From an optimization exercise on the open Yosys and OpenROAD flow, aimed at small area, a short achievable clock period and few clock cycles per item; shortcuts taken in it are not production practice. Only simulation tests tie the RTL to the original design; equivalence was not proved. Power figures rest on the tool's default switching activity, not on a simulated workload.

== the previous run ==
// block_peak_normaliser
module block_peak_normaliser #(
    parameter int BLOCK_DEPTH = bpn_pkg::DEFAULT_BLOCK_DEPTH
) (
    input  wire logic                          i_clk,
    input  wire logic                          i_rst_n,
    input  wire logic                          i_in_valid,
    output logic                               o_in_ready,
    input  wire logic [bpn_pkg::SAMPLE_W-1:0]  i_in_sample,
    input  wire logic                          i_in_end_of_block,
    output logic                               o_out_valid,
    input  wire logic                          i_out_ready,
    output logic [bpn_pkg::SAMPLE_W-1:0]       o_out_norm_value,
    output logic                               o_out_last,
    output logic                               o_out_silent_block
);
Settings: LEC_CHECK=0, CAP_MARGIN=20, CORE_MARGIN=2, CORE_UTILIZATION=40, CTS_CLUSTER_DIAMETER=100, CTS_CLUSTER_SIZE=28, SLEW_MARGIN=20; clock period 10.0 ns.
standard.sh (not shown) runs the stock make flow with config.mk's settings and CLKGATE_MAP_FILE= SYNTH_SCRIPT=/design/flow/synth_recipe.tcl, a recipe that flattens the netlist after the stock synthesis.
==> flow/flow/run.sh <==
#!/bin/bash
set -euo pipefail
bash standard.sh SETUP_SLACK_MARGIN=6.6 finish > flow_make.log 2>&1
Testbench counts of the previous run, summed over its fixed seeds: cycles 4,152, items 3,504.
What the current run does differently from the previous run at the input level:
--- a/flow/design.v
+++ b/flow/design.v
@@ -144,28 +144,37 @@
     logic [W-1:0]     r_o_val;
     logic r_in_ready;
     logic w_acc, w_close_in, w_ready_n;
     logic [CW-1:0] w_occ_n;
     logic          w_open_n;
     assign o_in_ready = r_in_ready;
     assign w_acc      = i_in_valid && r_in_ready;
     assign w_close_in = i_in_end_of_block || (r_bc == BW'(BLOCK_DEPTH - 1));
     logic          w_sp00, w_sp01, w_sp10, w_sp11, w_space_n;
-    assign w_occ_n  = CW'(r_occ + w_acc - w_take);
+    logic [CW-1:0] w_occ_p1, w_occ_m1, w_pend_l, w_pend_lp1, w_occ_w;
+    logic [KC-1:0] w_nblk_b, w_nblk_bp1;
+    assign w_occ_p1  = CW'(r_occ + 1'b1);
+    assign w_occ_m1  = CW'(r_occ - 1'b1);
+    assign w_occ_n   = w_acc ? (w_take ? r_occ : w_occ_p1) : (w_take ? w_occ_m1 : r_occ);
+    assign w_occ_w   = w_acc ? w_occ_p1 : r_occ;
+    assign w_pend_l  = w_launch ? CW'(r_pend - 1'b1) : r_pend;
+    assign w_pend_lp1 = w_launch ? r_pend : CW'(r_pend + 1'b1);
+    assign w_nblk_b  = KC'(r_nblk - r_tlast_d);
+    assign w_nblk_bp1 = KC'(r_nblk + 1'b1 - r_tlast_d);
     assign w_sp00   = (r_occ <= CW'(N - 1));
     assign w_sp01   = (r_occ <= CW'(N - 2));
     assign w_sp10   = (r_occ <= CW'(N));
     assign w_sp11   = w_sp00;
     assign w_space_n = w_take ? (w_acc ? w_sp11 : w_sp10) : (w_acc ? w_sp01 : w_sp00);
     assign w_open_n = w_acc ? !w_close_in : r_open;
     assign w_ready_n = (w_acc || (r_dist == PW'(1)) || (r_occ == '0))
                     && w_space_n
-                    && (w_open_n || (KC'(r_nblk + (w_acc && !r_open)) < KC'(K)));
+                    && (w_open_n || ((w_acc && !r_open) ? (r_nblk < KC'(K - 1)) : (r_nblk < KC'(K))));
     logic [W-1:0] w_nmag, w_npeak;
     logic         w_s1_close;
     assign w_w1_smp = r_ring[W-1:0];
     assign w_w1_eob = r_ring[W];
     logic [W-1:0] w_sacc;
     logic         w_s1_new;
     assign w_nmag     = f_nmag(w_w1_smp);
     assign w_sacc     = W'(w_w1_smp + r_acc);
     assign w_s1_new   = r_w1_first || (w_w1_smp[W-1] ? ({~w_w1_smp[W-1], w_w1_smp[W-2:0]} <= {~r_acc[W-1], r_acc[W-2:0]})
@@ -251,35 +260,35 @@
             r_tlast_d <= w_take && w_rlast;
             r_phw <= f_inc(r_phw);
             r_dist <= w_wr ? '0 : ((r_dist == '0) ? PW'(N - 1) : PW'(r_dist - 1'b1));
             r_w1_v <= w_acc;
             r_in_ready <= w_ready_n;
             r_open <= w_open_n;
             if (w_acc) begin
                 r_bc   <= w_close_in ? '0 : BW'(r_bc + 1'b1);
             end
-            r_nblk <= KC'(r_nblk + (w_acc && !r_open) - r_tlast_d);
+            r_nblk <= (w_acc && !r_open) ? w_nblk_bp1 : w_nblk_b;
             if (w_s1_close) begin
                 r_wh <= f_kinc(r_wh);
             end
             r_cwf <= KC'(r_cwf + w_s1_close - r_tlast_d);
             r_occ <= w_occ_n;
             if (w_take) begin
                 r_rpt <= f_inc(r_rpt);
                 if (w_rlast) r_fh <= f_kinc(r_fh);
             end
             if (r_drop_d) begin
                 r_lpt  <= r_rpt;
                 r_lh   <= r_fh;
                 r_cwl  <= KC'(r_cwf + w_s1_close - r_tlast_d);
-                r_pend <= CW'(r_occ + w_wr);
+                r_pend <= w_occ_w;
             end else begin
-                r_pend <= CW'(r_pend + w_wr - w_launch);
+                r_pend <= w_acc ? w_pend_lp1 : w_pend_l;
                 if (w_launch) begin
                     r_lpt <= f_inc(r_lpt);
                     if (w_tap[W]) r_lh <= f_kinc(r_lh);
                 end
                 r_cwl <= KC'(r_cwl + w_s1_close - (w_launch && w_tap[W]));
             end
             if (w_wr && r_occ == '0) begin
                 r_rpt <= w_pht;
                 r_lpt <= w_pht;
Results
Top fanout value on the critical path: higher on the previous run
Changes observed in the current run relative to the previous run: antenna diode count rose by 1, share of the clock period used by the worst path rose by 0.21 points, share of total power in combinational logic rose by 0.6 points, global-route track usage on met2 rose by 0.84 points, area of all placed cells without fillers fell by 0.72%.
Going from the previous run to the current run, setup slack of the critical path after layout went down 21 ps, clock latency on the worst-skew pair held, global-route usage over all layers went up 0.34 points, number of logic inverters in the finished layout went down 0.78%.
Placement row count came out exactly the same in the previous run and the current run.
The current run against the previous run: overall power after layout increased by 2.5% relative to the old numbers, count of vias placed by the detailed router was more or less identical.
Sort the previous run and the current run by power share of the clock group, descending, and the previous run comes first.
Testbench counts of the current run, summed over its fixed seeds: cycles 4,152, items 3,504.

-- what the ideal ports hide --
Ports are ideal in the flow. The routed layouts listed here were re-timed in OpenROAD. Step 1 (the two cells are an assumption about what drives the block):
set clk [get_ports {i_clk}]
set_driving_cell -lib_cell sky130_fd_sc_hd__clkbuf_16 $clk
set_driving_cell -lib_cell sky130_fd_sc_hd__buf_2 [delete_from_list [all_inputs] $clk]
Step 2 also shifts input and output timing later by t, the mid clock arrival at the registers, as if the neighbouring blocks saw the same clock. Slacks: ideal / step 1 / step 2; pairs: ideal / step 1.
run | shift t [ns] | setup slack, ns | cell pins on the clock port's net
the previous run | 0.784 | 6.677 / 6.618 / 5.931 | 1
the current run | 0.775 | 6.656 / 6.586 / 6.004 | 1
After both steps every run listed still meets setup and hold. The setup slack of the previous run, which loses most, moves by -0.059 ns with the drivers and by -0.746 ns with both steps.
